This design comes from an exercise in tuning for small area, a short achievable clock period and few clock cycles per item on the open sky130 flow, not from production work.

Setup of job 1549:
==> flow/design.v <==
`default_nettype none
package cordic_pkg;
    localparam int word_width = 32;
    localparam int fp_bias = 127;
    localparam int max_iterations = 16;
    localparam logic [word_width-1:0] cordic_gain_init = 32'h4DBA_76D4;
    typedef union packed {
        logic [word_width-1:0] bits;
        struct packed {
            logic        sign;
            logic [7:0]  exponent;
            logic [22:0] mantissa;
        } fields;
    } fp_word_t;
    function automatic logic [word_width-1:0] atan_entry(input logic [3:0] index);
        logic [word_width-1:0] angle;
        case (index)
            4'd0:    angle = 32'h6487_ED51;
            4'd1:    angle = 32'h3B58_CE0A;
            4'd2:    angle = 32'h1F5B_75F9;
            4'd3:    angle = 32'h0FEA_DD4D;
            4'd4:    angle = 32'h07FD_56ED;
            4'd5:    angle = 32'h03FF_AAB7;
            4'd6:    angle = 32'h01FF_F555;
            4'd7:    angle = 32'h00FF_FEAA;
            4'd8:    angle = 32'h007F_FFD5;
            4'd9:    angle = 32'h003F_FFFA;
            4'd10:   angle = 32'h001F_FFFF;
            4'd11:   angle = 32'h000F_FFFF;
            4'd12:   angle = 32'h0007_FFFF;
            4'd13:   angle = 32'h0003_FFFF;
            4'd14:   angle = 32'h0001_FFFF;
            default: angle = 32'h0000_FFFF;
        endcase
        atan_entry = angle;
    endfunction
endpackage
`default_nettype wire
`default_nettype none
module angle_to_fixed (
    input  logic [31:0] angle,
    output logic [31:0] aligned_s16,
    output logic [3:0]  shift,
    output logic [9:0]  dsel
);
    logic [31:0] aligned;
    logic        in_range, in_a, in_b;
    logic [30:0] w;
    logic [4:0]  ge_a;
    logic [4:0]  ge_b;
    assign aligned     = {1'b1, angle[22:0], 8'b0};
    assign in_range    = (angle[30:28] == 3'b011);
    assign aligned_s16 = !in_range ? 32'd0 : (angle[27] ? aligned : {16'd0, aligned[31:16]});
    assign shift       = ~angle[26:23];
    assign w    = angle[30:0];
    assign in_b = (angle[30:23] == 8'd127);
    assign in_a = in_range & !in_b;
    assign ge_a[0] = 1'b1;
    assign ge_a[1] = (w >= 31'h3d9d3a95);
    assign ge_a[2] = (w >= 31'h3ea4bc7e);
    assign ge_a[3] = (w >= 31'h3f11152b);
    assign ge_a[4] = (w >= 31'h3f490fdb);
    assign ge_b[0] = 1'b1;
    assign ge_b[1] = (w[22:0] >= 23'h1b7813);
    assign ge_b[2] = (w[22:0] >= 23'h37756b);
    assign ge_b[3] = (w[22:0] >= 23'h56d0e1);
    assign ge_b[4] = (w[22:0] >= 23'h762c57);
    assign dsel[0] = (in_b & ge_b[0] & !ge_b[1]);   
    assign dsel[1] = (in_b & ge_b[1] & !ge_b[2]);   
    assign dsel[2] = (in_b & ge_b[2] & !ge_b[3]);   
    assign dsel[3] = (in_b & ge_b[3] & !ge_b[4]);   
    assign dsel[4] = (in_b & ge_b[4]);   
    assign dsel[5] = (in_a & ge_a[0] & !ge_a[1]) | !in_range;   
    assign dsel[6] = (in_a & ge_a[1] & !ge_a[2]);   
    assign dsel[7] = (in_a & ge_a[2] & !ge_a[3]);   
    assign dsel[8] = (in_a & ge_a[3] & !ge_a[4]);   
    assign dsel[9] = (in_a & ge_a[4]);   
endmodule
module preload_tables (
    input  logic [9:0]  dsel,
    output logic [31:0] x_pre,
    output logic [31:0] y_pre,
    output logic [31:0] offset
);
    always_comb begin
        x_pre  = '0;
        y_pre  = '0;
        offset = '0;
        if (dsel[0]) begin x_pre = x_pre | 32'h515f3467; y_pre = y_pre | 32'h9da0019b; offset = offset | 32'h709a6815; end
        if (dsel[1]) begin x_pre = x_pre | 32'h625ffe63; y_pre = y_pre | 32'haea0cb9b; offset = offset | 32'h5875728d; end
        if (dsel[2]) begin x_pre = x_pre | 32'h7360c863; y_pre = y_pre | 32'hc958e473; offset = offset | 32'h389fb7f3; end
        if (dsel[3]) begin x_pre = x_pre | 32'h7d18173d; y_pre = y_pre | 32'he67ed102; offset = offset | 32'h19be869b; end
        if (dsel[4]) begin x_pre = x_pre | 32'h7f85eaf5; y_pre = y_pre | 32'h06129148; offset = offset | 32'hf9e8cc01; end
        if (dsel[5]) begin x_pre = x_pre | 32'h7f85eaf3; y_pre = y_pre | 32'hf9ed6eb8; offset = offset | 32'h061733ff; end
        if (dsel[6]) begin x_pre = x_pre | 32'h7d18173d; y_pre = y_pre | 32'h19812efe; offset = offset | 32'he6417965; end
        if (dsel[7]) begin x_pre = x_pre | 32'h7360c863; y_pre = y_pre | 32'h36a71b8d; offset = offset | 32'hc760480d; end
        if (dsel[8]) begin x_pre = x_pre | 32'h625ffe65; y_pre = y_pre | 32'h515f3465; offset = offset | 32'ha78a8d73; end
        if (dsel[9]) begin x_pre = x_pre | 32'h515f3465; y_pre = y_pre | 32'h625ffe65; offset = offset | 32'h8f6597eb; end
    end
endmodule
`default_nettype wire
`default_nettype none
module cordic_rotator #(
    parameter int M       = 4,
    parameter int N       = 10,    
    parameter int XY_ARCH = 0,
    parameter int Z_ARCH  = 0
) (
    input  logic         clock,
    input  logic         arst_n,
    input  logic         clk_en,
    input  logic         start,
    input  logic [31:0]  aligned_s16,
    input  logic [3:0]   shift,
    input  logic [N-1:0] dsel,
    output logic [31:0]  cos_fixed,
    output logic         done
);
    logic         accept;
    logic         busy;
    logic         valid;
    logic         last;
    logic         first;     
    logic [N-1:0] sel;
    logic [3:0]   index;     
    logic [3:0]   index_n;   
    logic [3:0]   index_h;   
    logic [3:0]   index_hn;  
    logic [15:0]  onehot;    
    logic [31:0] x, y, z;
    logic [31:0] xa, ya, xs, ys, at, zo;
    logic [31:0] x_pre, y_pre, offset;
    logic        neg;
    logic        pos;        
    logic        negy;       
    logic        fill;
    logic [31:0] xt, yt, xsum, ysum, zsum, znext;
    assign accept = start & clk_en;
    assign last   = busy & !first & (index == 4'd15);
    assign neg    = z[31];
    always_comb begin
        at = '0;
        for (int k = 0; k < 16; k++) at = at | (onehot[k] ? cordic_pkg::atan_entry(4'(k)) : 32'd0);
    end
    preload_tables preload_tables_inst (.dsel(sel), .x_pre(x_pre), .y_pre(y_pre), .offset(offset));
    assign fill = y[31] & !first;
    assign ys   = shift_right(y, fill, index, index_h);
    assign xs   = shift_right(x, 1'b0, ~index_n, ~index_hn);
    assign xa   = first ? offset : (pos ? ~x : x);
    assign ya   = negy ? ~y : y;
    assign zo   = neg ? at : ~at;
    cpa #(.W(32), .ARCH(XY_ARCH)) x_add (.a(xa), .b(ys), .ci(1'b0), .s(xt));
    cpa #(.W(32), .ARCH(XY_ARCH)) y_add (.a(ya), .b(xs), .ci(1'b0), .s(yt));
    cpa #(.W(32), .ARCH(Z_ARCH))  z_add (.a(z), .b(zo), .ci(~neg), .s(zsum));
    assign xsum  = pos ? ~xt : xt;
    assign ysum  = negy ? ~yt : yt;
    assign znext = first ? xsum : zsum;
    function automatic logic [31:0] shift_right(input logic [31:0] v, input logic fill,
                                                 input logic [3:0] sa, input logic [3:0] sb);
        logic [31:0] t;
        logic [62:0] e;
        t = v;
        for (int l = 3; l >= 0; l--) begin
            e = {{31{fill}}, t};
            for (int j = 0; j < 32; j++)
                t[j] = ((j >= 16) ? sa[l] : sb[l]) ? e[j + (1 << l)] : e[j];
        end
        shift_right = t;
    endfunction
    always_ff @(posedge clock) begin
        if (accept) begin
            y       <= aligned_s16;
            pos     <= 1'b0;
            negy    <= 1'b0;
            sel     <= dsel;
            first   <= 1'b1;
            index    <= shift;
            index_n  <= ~4'(M - 1);
            index_h  <= shift;
            index_hn <= ~4'(M - 1);
            onehot  <= 16'(1) << (M - 1);
        end else begin
            y       <= first ? y_pre : ((busy && !last) ? ysum : 32'd0);
            pos     <= ~znext[31];
            negy    <= znext[31];
            first   <= 1'b0;
            index   <= first ? 4'(M) : index + 4'd1;
            index_n <= index_n - 4'd1;
            if (busy) begin
                index_h  <= first ? 4'(M) : index_h + 4'd1;
                index_hn <= index_hn - 4'd1;
            end
            onehot  <= {onehot[14:0], onehot[15]};
        end
        x <= first ? x_pre : xsum;
        z <= znext;
    end
    always_ff @(posedge clock or negedge arst_n) begin
        if (!arst_n) begin
            busy  <= 1'b0;
            valid <= 1'b0;
            done  <= 1'b0;
        end else begin
            if (accept) begin
                busy  <= 1'b1;
                valid <= 1'b0;
            end else if (last) begin
                busy  <= 1'b0;
                valid <= 1'b1;
            end
            if (clk_en) done <= !start && (valid || last);
        end
    end
    assign cos_fixed = x;
endmodule
`default_nettype wire
module cpa #(
    parameter int W = 32,
    parameter int ARCH = 1
) (
    input  logic [W-1:0] a,
    input  logic [W-1:0] b,
    input  logic         ci,
    output logic [W-1:0] s
);
    if (ARCH == 0) begin : g_beh
        logic [W:0] t;
        assign t = {a, 1'b1} + {b, ci};
        assign s = t[W:1];
    end else begin : g_pfx
        localparam int N = W + 1;
        localparam int L = $clog2(N);
        logic [N-1:0] g0, p0, gg, pp;
        assign g0 = {a & b, ci};
        assign p0 = {a ^ b, 1'b0};
        always_comb begin
            gg = g0;
            pp = p0;
            if (ARCH == 1) begin
                for (int l = 0; l < L; l++)
                    for (int j = (2 << l) - 1; j < N; j += (2 << l)) begin
                        gg[j] = gg[j] | (pp[j] & gg[j - (1 << l)]);
                        pp[j] = pp[j] & pp[j - (1 << l)];
                    end
                for (int l = L - 2; l >= 0; l--)
                    for (int j = 3 * (1 << l) - 1; j < N; j += (2 << l)) begin
                        gg[j] = gg[j] | (pp[j] & gg[j - (1 << l)]);
                        pp[j] = pp[j] & pp[j - (1 << l)];
                    end
            end else if (ARCH == 2) begin
                for (int l = 0; l < L; l++)
                    for (int j = 0; j < N; j++)
                        if ((j >> l) & 1) begin
                            gg[j] = gg[j] | (pp[j] & gg[((j >> l) << l) - 1]);
                            pp[j] = pp[j] & pp[((j >> l) << l) - 1];
                        end
            end else begin
                for (int j = 1; j < N; j++) begin
                    gg[j] = gg[j] | (pp[j] & gg[j - 1]);
                end
            end
        end
        assign s = p0[N-1:1] ^ gg[N-2:0];
    end
endmodule
`default_nettype none
module fixed_to_float (
    input  logic [31:0] cos_fixed,
    output logic [31:0] result
);
    assign result = {8'h3F, cos_fixed[31], cos_fixed[29:7]};
endmodule
`default_nettype wire
`default_nettype none
module cos_unit (
    input  logic        clock,
    input  logic        arst_n,
    input  logic        clk_en,
    input  logic        start,
    input  logic [31:0] dataa,
    output logic [31:0] result,
    output logic        done
);
    localparam int M = 4;
    localparam int N = 10;
    logic [31:0]  aligned_s16;
    logic [3:0]   shift;
    logic [N-1:0] dsel;
    logic [31:0]  cos_fixed;
    angle_to_fixed angle_to_fixed_inst (
        .angle       (dataa),
        .aligned_s16 (aligned_s16),
        .shift       (shift),
        .dsel        (dsel)
    );
    cordic_rotator #(.M(M), .N(N)) cordic_rotator_inst (
        .clock       (clock),
        .arst_n      (arst_n),
        .clk_en      (clk_en),
        .start       (start),
        .aligned_s16 (aligned_s16),
        .shift       (shift),
        .dsel        (dsel),
        .cos_fixed   (cos_fixed),
        .done        (done)
    );
    fixed_to_float fixed_to_float_inst (
        .cos_fixed (cos_fixed),
        .result    (result)
    );
endmodule
`default_nettype wire
export LEC_CHECK = 0
export ABC_AREA = 1
export CAP_MARGIN = 20
export CORE_MARGIN = 2
export CORE_UTILIZATION = 45
export SETUP_SLACK_MARGIN = 4.8
export SLEW_MARGIN = 20
export TNS_END_PERCENT = 100
create_clock -name core_clock -period 8.0 [get_ports {clock}]
standard.sh (not shown) runs the stock make flow with config.mk's settings and CLKGATE_MAP_FILE= SYNTH_SCRIPT=/design/flow/synth_recipe.tcl, a recipe that flattens the netlist after the stock synthesis.
==> flow/flow/run.sh <==
#!/bin/bash
# Standard layout, but the port buffers are buf_2 cells instead of the delay
# buffers buffer_ports picks by default. Full tool output goes to standard_flow.log.
set -euo pipefail
bash standard.sh "BUFFER_PORTS_ARGS=-buffer_cell sky130_fd_sc_hd__buf_2" finish > standard_flow.log 2>&1
Edits applied to the flow inputs when going from job 1549 to job 2356:
--- a/flow/design.v
+++ b/flow/design.v
@@ -124,39 +124,41 @@
     logic [N-1:0] sel;
     logic [3:0]   index;     
     logic [3:0]   index_n;   
     logic [3:0]   index_h;   
     logic [3:0]   index_hn;  
-    logic [15:0]  onehot;    
-    logic [31:0] x, y, z;
-    logic [31:0] xa, ya, xs, ys, at, zo;
+    logic [15-M:0] onehot;
+    localparam int ZW = 29;
+    logic [31:0]   x, y;
+    logic [ZW-1:0] z, at, zo, zsum, znext;
+    logic [31:0]   xa, ya, xs, ys;
     logic [31:0] x_pre, y_pre, offset;
     logic        neg;
     logic        pos;        
     logic        negy;       
     logic        fill;
-    logic [31:0] xt, yt, xsum, ysum, zsum, znext;
+    logic [31:0] xt, yt, xsum, ysum;
     assign accept = start & clk_en;
     assign last   = busy & !first & (index == 4'd15);
-    assign neg    = z[31];
+    assign neg    = z[ZW-1];
     always_comb begin
         at = '0;
-        for (int k = 0; k < 16; k++) at = at | (onehot[k] ? cordic_pkg::atan_entry(4'(k)) : 32'd0);
+        for (int k = 0; k <= 15 - M; k++) at = at | (onehot[k] ? ZW'(cordic_pkg::atan_entry(4'(M + k))) : ZW'(0));
     end
     preload_tables preload_tables_inst (.dsel(sel), .x_pre(x_pre), .y_pre(y_pre), .offset(offset));
     assign fill = y[31] & !first;
     assign ys   = shift_right(y, fill, index, index_h);
     assign xs   = shift_right(x, 1'b0, ~index_n, ~index_hn);
     assign xa   = first ? offset : (pos ? ~x : x);
     assign ya   = negy ? ~y : y;
     assign zo   = neg ? at : ~at;
     cpa #(.W(32), .ARCH(XY_ARCH)) x_add (.a(xa), .b(ys), .ci(1'b0), .s(xt));
     cpa #(.W(32), .ARCH(XY_ARCH)) y_add (.a(ya), .b(xs), .ci(1'b0), .s(yt));
-    cpa #(.W(32), .ARCH(Z_ARCH))  z_add (.a(z), .b(zo), .ci(~neg), .s(zsum));
+    cpa #(.W(ZW), .ARCH(Z_ARCH))  z_add (.a(z), .b(zo), .ci(~neg), .s(zsum));
     assign xsum  = pos ? ~xt : xt;
     assign ysum  = negy ? ~yt : yt;
-    assign znext = first ? xsum : zsum;
+    assign znext = first ? xsum[ZW-1:0] : zsum;
     function automatic logic [31:0] shift_right(input logic [31:0] v, input logic fill,
                                                  input logic [3:0] sa, input logic [3:0] sb);
         logic [31:0] t;
         logic [62:0] e;
         t = v;
@@ -176,23 +178,23 @@
             first   <= 1'b1;
             index    <= shift;
             index_n  <= ~4'(M - 1);
             index_h  <= shift;
             index_hn <= ~4'(M - 1);
-            onehot  <= 16'(1) << (M - 1);
+            onehot  <= '0;
         end else begin
             y       <= first ? y_pre : ((busy && !last) ? ysum : 32'd0);
-            pos     <= ~znext[31];
-            negy    <= znext[31];
+            pos     <= ~znext[ZW-1];
+            negy    <= znext[ZW-1];
             first   <= 1'b0;
             index   <= first ? 4'(M) : index + 4'd1;
             index_n <= index_n - 4'd1;
             if (busy) begin
                 index_h  <= first ? 4'(M) : index_h + 4'd1;
                 index_hn <= index_hn - 4'd1;
             end
-            onehot  <= {onehot[14:0], onehot[15]};
+            onehot  <= {onehot[14-M:0], first};
         end
         x <= first ? x_pre : xsum;
         z <= znext;
     end
     always_ff @(posedge clock or negedge arst_n) begin
Notes after the runs:
- Sequential share of layout area (lower): job 1549
- Comparing job 2356 and job 1549, period utilization is lower on job 2356.
- Summary: clock period minus final worst setup slack, job 2356 better than job 1549
- As of job 2356, site row count had fallen slightly compared to job 1549.
- Job 2356 vs job 1549 on floorplan core area: job 2356 is the lower one.
- Changes observed in job 2356 relative to job 1549: die height lower; overall routed net length went down by 7.1%; actual slew at the worst max-slew pin shows an increase of 0.27 ns; data arrival time at the worst-slack endpoint fell by 0.04 ns.
- Of the two values seen for top routing layer in use, met5 was produced by job 1549 and met4 by job 2356.
No run of this note included a check of the RTL's function; only the layout flow was run.

what the ideal ports hide:
The flow's constraints put no driver on any port. The routed layouts listed below were extracted and timed again, unchanged, in two steps. Step 1 (the two cells are an assumption about what drives the block):
set clk [get_ports {clock}]
set_driving_cell -lib_cell sky130_fd_sc_hd__clkbuf_16 $clk
set_driving_cell -lib_cell sky130_fd_sc_hd__buf_2 [delete_from_list [all_inputs] $clk]
Step 2, shift: input delay + t, output delay - t, t = (earliest + latest rising clock arrival at the registers) / 2. This alone moves slack from input paths to output paths. Slacks: no drivers / after step 1 / after step 2; pairs: no drivers / after step 1.
| run | t (ns) | setup WS [ns] | hold slack, ns | cell pins on the clock port's net |
|---|---|---|---|---|
| job 1549 | 0.502 | 4.692 / 4.692 / 4.440 | 0.430 / 0.430 / 0.430 | 1 |
| job 2356 | 0.502 | 4.705 / 4.705 / 4.530 | 0.445 / 0.445 / 0.445 | 1 |
After both steps every run listed still meets setup and hold. The setup slack of job 1549, which loses most, moves by 0.000 ns with the drivers and by -0.252 ns with both steps.
